Source: an optimization exercise on an open RTL-to-GDS flow (aim: small area, a short achievable clock period and few clock cycles). Production flows keep margins and buffers that such runs may drop. Function was checked by simulation only, so behaviour that the tests miss may differ from the original. No activity file was given, so power comes from the tool's default toggle rates.

`flow/design.v`:
```
package rbd_pkg;
    localparam int DEPTH_DEF      = 64;
    localparam int DATA_WIDTH_DEF = 32;
    localparam logic [2:0] ACT_PUSH_FRONT = 3'd0;
    localparam logic [2:0] ACT_PUSH_BACK  = 3'd1;
    localparam logic [2:0] ACT_POP_FRONT  = 3'd2;
    localparam logic [2:0] ACT_POP_BACK   = 3'd3;
    localparam logic [2:0] ACT_CONTAINS   = 3'd4;
    localparam logic [2:0] ACT_SORT       = 3'd5;
    localparam logic [1:0] ST_OK    = 2'd0;
    localparam logic [1:0] ST_FULL  = 2'd1;
    localparam logic [1:0] ST_EMPTY = 2'd2;
endpackage
module ring_buffer_deque_core #(
    parameter int DEPTH      = rbd_pkg::DEPTH_DEF,
    parameter int DATA_WIDTH = rbd_pkg::DATA_WIDTH_DEF
) (
    input  logic                        i_clk,
    input  logic                        i_rst_n,
    input  logic                        i_cfg_we,
    input  logic                        i_cfg_data,
    input  logic                        i_valid,
    output logic                        o_stall,
    input  logic [2:0]                  i_action,
    input  logic [31:0]                 i_elem_value,
    output logic                        o_valid,
    input  logic                        i_stall,
    output logic [1:0]                  o_status,
    output logic [31:0]                 o_data_out,
    output logic                        o_found,
    output logic [$clog2(DEPTH+1)-1:0]  o_count
);
    localparam int CW = $clog2(DEPTH + 1);
    localparam int W  = DATA_WIDTH;
    logic              r_sgn;
    logic [CW-1:0]     r_cnt, r_u, r_v;
    logic              r_sort;          
    logic              r_xav, r_xaf;    
    logic              r_xbv, r_xbf;    
    logic [W-1:0]      r_xa, r_xb;
    logic [DEPTH-1:0]  r_c;             
    logic              q_v;
    logic [2:0]        q_act;
    logic [W-1:0]      q_val;
    logic              ov0, ov1;
    logic [1:0]        os0, os1;
    logic [W-1:0]      od0, od1;
    logic [7:0]        of0, of1;        
    logic [CW-1:0]     oc0, oc1;
    logic [W-1:0]      e [DEPTH];       
    logic [DEPTH+2:0]  occ;
    logic [DEPTH:0]    mu, mv;          
    for (genvar i = 0; i <= DEPTH + 2; i++) begin : g_occ
        if (i <= DEPTH) begin : g_in
            assign occ[i] = CW'(i) < r_cnt;
        end else begin : g_out
            assign occ[i] = 1'b0;
        end
    end
    for (genvar i = 0; i <= DEPTH; i++) begin : g_mask
        assign mu[i]  = CW'(i) < r_u;
        assign mv[i]  = CW'(i) < r_v;
    end
    logic exec;
    assign exec    = q_v && !r_sort && !ov1;
    assign o_stall = q_v && (r_sort || ov1);
    logic full, empty, u0, b0;
    assign full  = occ[DEPTH-1];
    assign empty = !occ[0];
    assign u0    = !mu[0];              
    assign b0    = (r_v == r_cnt);      
    logic do_pf, do_pb, do_qf, do_qb, do_con, do_srt;
    assign do_pf  = exec && (q_act == rbd_pkg::ACT_PUSH_FRONT) && !full;
    assign do_pb  = exec && (q_act == rbd_pkg::ACT_PUSH_BACK)  && !full;
    assign do_qf  = exec && (q_act == rbd_pkg::ACT_POP_FRONT)  && !empty;
    assign do_qb  = exec && (q_act == rbd_pkg::ACT_POP_BACK)   && !empty;
    assign do_con = exec && (q_act == rbd_pkg::ACT_CONTAINS);
    assign do_srt = exec && (q_act == rbd_pkg::ACT_SORT);
    logic ins_f, ins_b;
    assign ins_f = r_sort && r_xbv && r_xbf;
    assign ins_b = r_sort && r_xbv && !r_xbf;
    logic [1:0]    nld;
    logic [CW-1:0] nld_w;
    assign nld   = 2'(r_sort && r_xbv) + 2'(r_sort && r_xav);
    assign nld_w = CW'(nld);
    logic          nx_v, nx_f;
    logic [CW-1:0] nx_m;                
    assign nx_f = r_u > nld_w;
    assign nx_v = (r_sort || do_srt) && (r_cnt - r_v + r_u > nld_w);
    assign nx_m = nld_w - r_u;
    logic [DEPTH-1:0] rsel;
    for (genvar i = 0; i < DEPTH; i++) begin : g_rsel
        logic l0, l1, l2;
        assign l0 = occ[i] && !occ[i+1];
        assign l1 = occ[i+1] && !occ[i+2];
        assign l2 = occ[i+2] && !occ[i+3];
        assign rsel[i] = r_sort ? ((nx_m[1:0] == 2'd0 && l0) || (nx_m[1:0] == 2'd1 && l1)
                                   || (nx_m[1:0] == 2'd2 && l2))
                                : l0;
    end
    logic [W-1:0] back;
    always_comb begin
        back = '0;
        for (int i = 0; i < DEPTH; i++)
            back = back | ({W{rsel[i]}} & e[i]);
    end
    logic [W-1:0] nx_val;
    always_comb begin
        if (!nx_f)                 nx_val = back;
        else if (nld == 2'd0)      nx_val = e[0];
        else if (nld == 2'd1)      nx_val = e[1];
        else                       nx_val = e[2];
    end
    logic [W-1:0] bval, wval;
    assign bval = r_sort ? r_xa : q_val;
    assign wval = r_sort ? r_xb : q_val;
    logic [DEPTH-1:0] gt, eq, cn;
    for (genvar i = 0; i < DEPTH; i++) begin : g_cmp
        logic [W-1:0] x, y;
        assign x = e[i] ^ (W'(r_sgn) << (W - 1));
        assign y = bval ^ (W'(r_sgn) << (W - 1));
        rbd_cmp #(.W(W)) u_cmp (.a(x), .b(y), .gt(gt[i]), .eq(eq[i]));
        assign cn[i] = r_xaf ? (!gt[i] && !eq[i]) : gt[i];
    end
    logic xgt, xeq, cx;
    rbd_cmp #(.W(W)) u_cmpx (.a(r_xb ^ (W'(r_sgn) << (W - 1))), .b(r_xa ^ (W'(r_sgn) << (W - 1))),
                             .gt(xgt), .eq(xeq));
    assign cx = r_xaf ? (!xgt && !xeq) : xgt;
    logic [DEPTH-1:0] ml, mr;
    for (genvar i = 0; i < DEPTH; i++) begin : g_mv
        if (i < DEPTH - 1) begin : g_ml
            assign ml[i] = mu[i+1] || (mv[i+1] && r_c[i+1]);
        end else begin : g_ml_end
            assign ml[i] = 1'b0;
        end
        assign mr[i] = (!mv[i] && occ[i+1]) || (mv[i] && r_c[i]);
    end
    logic [DEPTH-1:0] n_c;
    for (genvar i = 0; i < DEPTH; i++) begin : g_el
        logic from_l, from_r, from_v;
        logic ml_prev, mr_prev;
        if (i == 0) begin : g_p0
            assign ml_prev = 1'b1;
            assign mr_prev = 1'b0;
        end else begin : g_pn
            assign ml_prev = ml[i-1];
            assign mr_prev = mr[i-1];
        end
        if (i == 0) begin : g_l0
            assign from_l = 1'b0;
        end else begin : g_ln
            assign from_l = do_pf || (ins_b && mr_prev);
        end
        assign from_r = do_qf || (ins_f && ml[i]);
        assign from_v = (do_pf && i == 0)
                     || (do_pb && occ[i] == 1'b0 && (i == 0 || occ[i-1 < 0 ? 0 : i-1]))
                     || (ins_f && ml_prev && !ml[i])
                     || (ins_b && mr[i] && !mr_prev);
        logic s_v, s_l, s_r, s_h;
        assign s_v = from_v;
        assign s_l = from_l && !from_v;
        assign s_r = from_r && !from_l && !from_v;
        assign s_h = !from_r && !from_l && !from_v;
        always_ff @(posedge i_clk) begin
            e[i] <= ({W{s_v}} & wval)
                  | ({W{s_l}} & e[i-1 < 0 ? 0 : i-1])
                  | ({W{s_r}} & e[i+1 > DEPTH-1 ? DEPTH-1 : i+1])
                  | ({W{s_h}} & e[i]);
        end
        assign n_c[i] = (s_v && cx)
                     || (s_l && cn[i-1 < 0 ? 0 : i-1])
                     || (s_r && cn[i+1 > DEPTH-1 ? DEPTH-1 : i+1])
                     || (s_h && cn[i]);
    end
    logic [CW-1:0] n_cnt, n_u, n_v;
    always_comb begin
        n_cnt = r_cnt;
        n_u   = r_u;
        n_v   = r_v;
        if (do_pf) begin
            n_cnt = r_cnt + 1'b1;
            n_v   = r_v + 1'b1;
            if (!empty) n_u = r_u + 1'b1;
        end
        if (do_pb) begin
            n_cnt = r_cnt + 1'b1;
            if (empty) n_v = r_v + 1'b1;
        end
        if (do_qf) begin
            n_cnt = r_cnt - 1'b1;
            if (!u0) n_u = r_u - 1'b1;
            if (!(u0 && r_v == CW'(1) && r_cnt != CW'(1))) n_v = r_v - 1'b1;
        end
        if (do_qb) begin
            n_cnt = r_cnt - 1'b1;
            if (b0) begin
                n_v = r_v - 1'b1;
                if (r_v - 1'b1 == r_u && !u0) n_u = r_u - 1'b1;
            end
        end
        if (ins_f) n_u = r_u - 1'b1;
        if (ins_b) n_v = r_v + 1'b1;
        if (i_cfg_we) begin
            n_u = empty ? '0 : r_cnt - 1'b1;
            n_v = r_cnt;
        end
    end
    logic sort_done;
    assign sort_done = (do_srt && u0 && b0) || (r_sort && r_xbv && !r_xav);
    logic          res_v;
    logic [1:0]    res_st;
    logic [W-1:0]  res_d;
    logic [7:0]    res_f;
    logic [CW-1:0] res_c;
    always_comb begin
        res_v  = (exec && q_act != rbd_pkg::ACT_SORT) || sort_done;
        res_st = rbd_pkg::ST_OK;
        if (exec && q_act[2:1] == 2'b00 && full)  res_st = rbd_pkg::ST_FULL;
        if (exec && q_act[2:1] == 2'b01 && empty) res_st = rbd_pkg::ST_EMPTY;
        res_d  = do_qf ? e[0] : (do_qb ? back : '0);
        for (int g = 0; g < 8; g++)
            res_f[g] = do_con && (|(eq[8*g +: 8] & occ[8*g +: 8]));
        res_c  = n_cnt;
    end
    logic deliver;
    assign deliver = ov0 && !i_stall;
    always_ff @(posedge i_clk) begin
        if (!i_rst_n) begin
            r_sgn  <= 1'b0;
            r_cnt  <= '0;
            r_u    <= '0;
            r_v    <= '0;
            r_sort <= 1'b0;
            r_xav  <= 1'b0;
            r_xbv  <= 1'b0;
            q_v    <= 1'b0;
            ov0    <= 1'b0;
            ov1    <= 1'b0;
        end else begin
            if (i_cfg_we) r_sgn <= i_cfg_data;
            r_cnt  <= n_cnt;
            r_u    <= n_u;
            r_v    <= n_v;
            r_sort <= (r_sort || do_srt) && !sort_done;
            if (r_sort || do_srt) begin
                r_xav <= nx_v;
                r_xbv <= r_sort && r_xav;
            end
            if (exec || !q_v) q_v <= i_valid;
            if (deliver) begin
                ov0 <= ov1 || res_v;
                ov1 <= ov1 && res_v;
            end else if (res_v) begin
                ov0 <= 1'b1;
                ov1 <= ov0;
            end
        end
    end
    always_ff @(posedge i_clk) begin
        if (r_sort || do_srt) begin
            r_xa  <= nx_val;
            r_xaf <= nx_f;
            r_xb  <= r_xa;
            r_xbf <= r_xaf;
            r_c   <= n_c;
        end
        if (exec || !q_v) begin
            q_act <= i_action;
            q_val <= i_elem_value;
        end
        if (deliver ? ov1 : 1'b0) begin
            os0 <= os1; od0 <= od1; of0 <= of1; oc0 <= oc1;
        end else if (deliver ? res_v : (res_v && !ov0)) begin
            os0 <= res_st; od0 <= res_d; of0 <= res_f; oc0 <= res_c;
        end
        if (res_v && (deliver ? ov1 : ov0)) begin
            os1 <= res_st; od1 <= res_d; of1 <= res_f; oc1 <= res_c;
        end
    end
    assign o_valid    = ov0;
    assign o_status   = os0;
    assign o_data_out = od0;
    assign o_found    = |of0;
    assign o_count    = oc0;
endmodule
module rbd_cmp #(
    parameter int W = 32
) (
    input  logic [W-1:0] a,
    input  logic [W-1:0] b,
    output logic         gt,
    output logic         eq
);
    localparam int L = $clog2(W);
    logic [W-1:0] g [L+1];
    logic [W-1:0] e [L+1];
    assign g[0] = a & ~b;
    assign e[0] = ~(a ^ b);
    for (genvar l = 0; l < L; l++) begin : g_lvl
        for (genvar k = 0; k < (W >> (l + 1)); k++) begin : g_node
            assign g[l+1][k] = g[l][2*k+1] | (e[l][2*k+1] & g[l][2*k]);
            assign e[l+1][k] = e[l][2*k+1] & e[l][2*k];
        end
        if ((W >> (l + 1)) < W) begin : g_pad
            assign g[l+1][W-1:(W >> (l + 1))] = '0;
            assign e[l+1][W-1:(W >> (l + 1))] = '0;
        end
    end
    assign gt = g[L][0];
    assign eq = e[L][0];
endmodule
```
`flow/run.sh`:
```
#!/bin/bash
# synth_recipe.tcl (not shown) runs the flow's synth.tcl, then flattens the netlist and writes it again
# the make line also repeats each setting of config.mk as NAME=value (left out here)
make -C /OpenROAD-flow-scripts/flow DESIGN_CONFIG=/design/flow/config.mk WORK_HOME=/design/flow/orfs CLKGATE_MAP_FILE= SYNTH_SCRIPT=/design/flow/synth_recipe.tcl finish
```
`flow/config.mk`:
```
export PLATFORM = sky130hd
export DESIGN_NAME = ring_buffer_deque_core
export DESIGN_NICKNAME = ring_buffer_deque_core
export VERILOG_FILES = /design/flow/design.v
export SDC_FILE = /design/flow/constraint.sdc
export NUM_CORES = 4
export LEC_CHECK = 0
export CAP_MARGIN = 20
export CORE_MARGIN = 2
export CORE_UTILIZATION = 25
export PLACE_DENSITY = 0.35
export SETUP_SLACK_MARGIN = 4
export SLEW_MARGIN = 20
```
`flow/constraint.sdc`:
```
create_clock -name core_clock -period 8.0 [get_ports {i_clk}]
set_input_delay 1.6000 -clock core_clock [delete_from_list [all_inputs] [get_ports {i_clk}]]
set_output_delay 1.6000 -clock core_clock [all_outputs]
set_load 0.01 [all_outputs]
```
==> summary.txt, run 1 <==
Synth
  – Synth top cells by count: nand2_1 (4,797), a222oi_1 (2,110), ha_1 (2,107)
  – Syn Inst Count: between 15,000 and 20,000
  – EDFF count, synth: 263
  – Synth cell types: 113
  – Avg Synthesized Cell Area: approximately 8.4 sq um
  – Synth area leader: dfxtp_1
  – Synth Flop Type: dfxtp_1
  – Yosys reg bits: around 2,300
  – Top post-synthesis cells by area: dfxtp_1 (25%), ha_1 (16%), a222oi_1 (13%)
  – Ys Warns: 5
  – Synthesized area: about 160,000 sq um
  – Synthesized net count: 21,767
  – Most common cell in the netlist: nand2_1
  – Async set-reset flop share out of synthesis: 0
  – Post-synth top area share: 0.253
  – Sequential area share after synthesis: 0.301

Place
  – # port buffers: 84
  – Placer Congestion: roughly 1.2
  – Pre-CTS WS: 0.752 ns
  – HPWL after detailed placement: 1,920,000 um

Clocking
  – Total CTS buffers: 311
  – H-tree levels: 5
  – Hold_buf cts: 0
  – Clk sink count: roughly 2,300
  – Clk buf depth: 4
  – Root Buffer: clkbuf_16

Floorplan
  – Die height: between 800 and 900 um
  – # rows: 297
  – Num ports: 85
  – Starting Density: 0.251
  – DIE WIDTH: 815 um

Run status
  – Status: did not finish
  – Err: [ERROR GRT-0116] Global routing finished with congestion. Check the congestion regions in the DRC Viewer.
  – Last stage: global routing (5_1_grt)

Global routing
  – All-Layer GR Usage: 0.732
  – Number of global-route vias before repair: 223,906
  – Grt total ovfl: 29
  – Largest net degree at the start of global routing: 60
  – Global-route wire length before repair: 3,110,000 um
-- worst max-delay path by stage --
stage | endpoint | from | slack (ns) | cells past startpoint
floorplan | r_xa[27] | r_sort | 3.05 | 23
detailed placement | r_xa[15] | r_sort | 0.75 | 18
global placement | od0[0] | r_sort | 0.59 | 19
CTS | r_xa[21] | r_sort | 2.68 | 20
-- per-layer routing --
| layer | GRT usage | overflow |
|---|---|---|
| met1 | 0.755 | 0 |
| met2 | 0.878 | 15 |
| met4 | 0.727 | 14 |
| met3 | 0.569 | 0 |
| met5 | 0.247 | 0 |
-- stage by stage --
| stage | total power [mW] | cells | cell area (sq um) | utilization |
|---|---|---|---|---|
| after global placement | 24.8 | 29102 | 193000 | 0.295 |
| after detailed placement | 24.8 | 29117 | 194000 | 0.296 |
| after CTS | 41.3 | 30575 | 224000 | 0.342 |
| after floorplan | 16.7 | 19613 | 166000 | - |
-- cells by family after synthesis --
kind of cell,share of synthesized area
flops,0.301
fa+ha+maj,0.161
mux,0.00924
xor+xnor,0.00579
compound gates,0.291
simple gates,0.192
buf+inv,0.0403
-- repair_timing --
item | 4_1_cts
buffers inserted | 848
setup endpoints to repair | 2333
gates resized for setup | 2134
gates cloned | 50
pin swaps | 651
-- power groups by stage --
stage	Combinational, mW	Sequential (mW)	Clock, mW
2_1_floorplan	3.72	13.0	0
3_3_place_gp	11.1	13.7	0
3_5_place_dp	11.1	13.7	0
4_1_cts	13.0	13.4	14.8
Testbench counts, summed over its fixed seeds: cycles 9,259.
==> run 2: changes to the inputs <==
--- a/flow/design.v
+++ b/flow/design.v
@@ -46,5 +46,5 @@
     logic [1:0]        os0, os1;
     logic [W-1:0]      od0, od1;
-    logic [7:0]        of0, of1;        
+    logic [3:0]        of0, of1;        
     logic [CW-1:0]     oc0, oc1;
     logic [W-1:0]      e [DEPTH];       
@@ -85,18 +85,10 @@
     assign nld_w = CW'(nld);
     logic          nx_v, nx_f;
-    logic [CW-1:0] nx_m;                
     assign nx_f = r_u > nld_w;
-    assign nx_v = (r_sort || do_srt) && (r_cnt - r_v + r_u > nld_w);
-    assign nx_m = nld_w - r_u;
+    logic [CW-1:0] r_k;                 
+    assign nx_v = (r_sort || do_srt) && (r_k > nld_w);
+    logic [DEPTH-1:0] r_last, r_rsel, n_last, n_rsel;
     logic [DEPTH-1:0] rsel;
-    for (genvar i = 0; i < DEPTH; i++) begin : g_rsel
-        logic l0, l1, l2;
-        assign l0 = occ[i] && !occ[i+1];
-        assign l1 = occ[i+1] && !occ[i+2];
-        assign l2 = occ[i+2] && !occ[i+3];
-        assign rsel[i] = r_sort ? ((nx_m[1:0] == 2'd0 && l0) || (nx_m[1:0] == 2'd1 && l1)
-                                   || (nx_m[1:0] == 2'd2 && l2))
-                                : l0;
-    end
+    assign rsel = r_rsel;
     logic [W-1:0] back;
     always_comb begin
@@ -113,5 +105,5 @@
     end
     logic [W-1:0] bval, wval;
-    assign bval = r_sort ? r_xa : q_val;
+    assign bval = r_xa;                 
     assign wval = r_sort ? r_xb : q_val;
     logic [DEPTH-1:0] gt, eq, cn;
@@ -208,8 +200,27 @@
     logic sort_done;
     assign sort_done = (do_srt && u0 && b0) || (r_sort && r_xbv && !r_xav);
+    logic          n_sort, n_xav, n_xbv;
+    logic [1:0]    n_nld;
+    logic          nm1, nm2;
+    always_comb begin
+        n_last = r_last;
+        if (do_pf || do_pb) n_last = {r_last[DEPTH-2:0], empty};
+        if (do_qf || do_qb) n_last = {1'b0, r_last[DEPTH-1:1]};
+    end
+    assign n_sort = (r_sort || do_srt) && !sort_done;
+    assign n_xav  = (r_sort || do_srt) ? nx_v : r_xav;
+    assign n_xbv  = (r_sort || do_srt) ? (r_sort && r_xav) : r_xbv;
+    assign n_nld  = 2'(n_sort && n_xbv) + 2'(n_sort && n_xav);
+    logic          nu0, nu1;
+    assign nu0    = (r_u == '0) || (r_u == CW'(1) && ins_f);
+    assign nu1    = (r_u == CW'(1) && !ins_f) || (r_u == CW'(2) && ins_f);
+    assign nm1    = (n_nld == 2'd1 && nu0) || (n_nld == 2'd2 && nu1);
+    assign nm2    = (n_nld == 2'd2 && nu0);
+    assign n_rsel = nm2 ? {2'b00, n_last[DEPTH-1:2]}
+                  : (nm1 ? {1'b0, n_last[DEPTH-1:1]} : n_last);
     logic          res_v;
     logic [1:0]    res_st;
     logic [W-1:0]  res_d;
-    logic [7:0]    res_f;
+    logic [3:0]    res_f;
     logic [CW-1:0] res_c;
     always_comb begin
@@ -219,6 +230,6 @@
         if (exec && q_act[2:1] == 2'b01 && empty) res_st = rbd_pkg::ST_EMPTY;
         res_d  = do_qf ? e[0] : (do_qb ? back : '0);
-        for (int g = 0; g < 8; g++)
-            res_f[g] = do_con && (|(eq[8*g +: 8] & occ[8*g +: 8]));
+        for (int g = 0; g < 4; g++)
+            res_f[g] = do_con && (|(eq[16*g +: 16] & occ[16*g +: 16]));
         res_c  = n_cnt;
     end
@@ -229,4 +240,7 @@
             r_sgn  <= 1'b0;
             r_cnt  <= '0;
+            r_k    <= '0;
+            r_last <= '0;
+            r_rsel <= '0;
             r_u    <= '0;
             r_v    <= '0;
@@ -240,4 +254,7 @@
             if (i_cfg_we) r_sgn <= i_cfg_data;
             r_cnt  <= n_cnt;
+            r_k    <= n_cnt - n_v + n_u;
+            r_last <= n_last;
+            r_rsel <= n_rsel;
             r_u    <= n_u;
             r_v    <= n_v;
@@ -259,5 +276,4 @@
     always_ff @(posedge i_clk) begin
         if (r_sort || do_srt) begin
-            r_xa  <= nx_val;
             r_xaf <= nx_f;
             r_xb  <= r_xa;
@@ -265,4 +281,7 @@
             r_c   <= n_c;
         end
+        if (n_sort)               r_xa <= nx_val;
+        else if (exec || !q_v)    r_xa <= i_elem_value;
+        else                      r_xa <= q_val;
         if (exec || !q_v) begin
             q_act <= i_action;
--- a/flow/config.mk
+++ b/flow/config.mk
@@ -8,6 +8,8 @@
 export CAP_MARGIN = 20
 export CORE_MARGIN = 2
-export CORE_UTILIZATION = 25
-export PLACE_DENSITY = 0.35
+export CORE_UTILIZATION = 20
+export MIN_ROUTING_LAYER = met2
+export PLACE_DENSITY = 0.25
 export SETUP_SLACK_MARGIN = 4
 export SLEW_MARGIN = 20
+export TNS_END_PERCENT = 5
==> run 2 against run 1 <==
Against the previous run:
- the run again fails in global routing (5_1_grt)
- area after synthesis increased by 1.1%
- synthesized cell count decreased by 2.0%
==> summary.txt, run 2 <==
Synth
  – Synth area leader: dfxtp_1
  – Avg Synthesized Cell Area: 8.65 sq um (+3.2%)
  – Most common cell in the netlist: nand2_1
  – Synthesized area: 166,000 sq um (+1.1%)
  – Synth Flop Type: dfxtp_1
  – Sequential area share after synthesis: 0.308 (+0.00755)
  – Top post-synthesis cells by area: dfxtp_1 (27%), ha_1 (16%), a222oi_1 (10%)
  – Post-synth top area share: 0.274 (+0.0211)
  – Synthesized net count: 21,373 (-1.8%)
  – Yosys reg bits: 2,466 (+5.4%)
  – EDFF count, synth: 191 (-27%)
  – Synth top cells by count: nand2_1 (3,856), dfxtp_1 (2,275), ha_1 (2,105)
  – Synth cell types: 110 (-2.7%)
  – Async set-reset flop share out of synthesis: 0 (unchanged)
  – Syn Inst Count: 19,221 (-2.0%)
  – Ys Warns: 5 (unchanged)

Run status
  – Status: did not finish
  – Err: [ERROR GRT-0116] Global routing finished with congestion. Check the congestion regions in the DRC Viewer.
  – Last stage: global routing (5_1_grt)

Place
  – HPWL after detailed placement: 1,580,000 um (-18%)
  – # port buffers: 84 (unchanged)
  – Placer Congestion: 1.30 (+6.2%)

Clocking
  – H-tree levels: 5 (unchanged)
  – Root Buffer: clkbuf_16
  – Total CTS buffers: 372 (+20%)
  – Clk buf depth: 4 (unchanged)
  – Clk sink count: 2,466 (+5.4%)

Floorplan
  – Starting Density: 0.201 (-0.0503)
  – Die height: 916 um (+12%)
  – DIE WIDTH: 916 um (+12%)
  – # rows: 334 (+12%)
  – Num ports: 85 (unchanged)

Global routing
  – Global-route wire length before repair: 3,250,000 um
  – Grt total ovfl: around 19,000
  – Largest net degree at the start of global routing: between 70 and 80
  – Number of global-route vias before repair: 333,926
  – All-Layer GR Usage: 0.853
run 2: cell count changes after synthesis, moves of 157 or more:
cell / delta
a222oi_1: -431
a221o_1: +244
a22oi_1: -318
nand2_1: -941
dfxtp_1: +199
a21o_1: +301
buf_2: +157
a22o_1: +339
a221oi_1: +362
run 2: timing repair:
item,in CTS
hold buffers,0
setup endpoints to repair,2402
resized for setup,892
setup buffers,262
gates cloned,25
pin swaps,151
run 2: kinds of logic after synthesis:
family / synth area share
and+or+nand+nor: 0.167
muxes: 0.0160
DFF: 0.308
buffers and inverters: 0.0418
xor gates and xnor gates: 0.00543
AOI/OAI and AO/OA: 0.302
adders and majority gates: 0.159
run 2: worst max path at each step:
stage | startpoint | endpoint | slack (ns) | depth (start not counted)
global placement | r_xa[15] | r_c[56] | 0.33 | 12
floorplan | i_cfg_we | r_k[6] | 3.13 | 17
CTS | r_v[0] | r_k[6] | 3.39 | 22
detailed placement | r_v[0] | r_k[6] | 2.14 | 23
run 2: power by group through the flow:
stage	clock, mW	sequential [mW]	combinational [mW]
2_1_floorplan	0	15.9	6.03
3_3_place_gp	0	20.4	13.1
3_5_place_dp	0	20.4	13.1
4_1_cts	18.2	20.1	14.0
run 2: layer usage:
layer	GRT overflow	global-route usage
met1	-	-
met2	1047	0.859
met3	15782	0.995
met4	610	0.625
met5	1427	0.776
run 2: per-stage QoR:
| step | hold WS [ns] | util | area (sq um) | cells | setup slack, ns |
|---|---|---|---|---|---|
| 4_1_cts | 0.451 | 0.251 | 208000 | 31153 | 3.39 |
| 3_5_place_dp | 0.475 | 0.228 | 188000 | 30183 | 2.14 |
| 3_3_place_gp | 0.474 | 0.227 | 188000 | 30171 | 0.333 |
| 2_1_floorplan | 0.408 | - | 166000 | 19221 | 3.13 |
Testbench counts of run 2, summed over its fixed seeds: cycles 9,259.
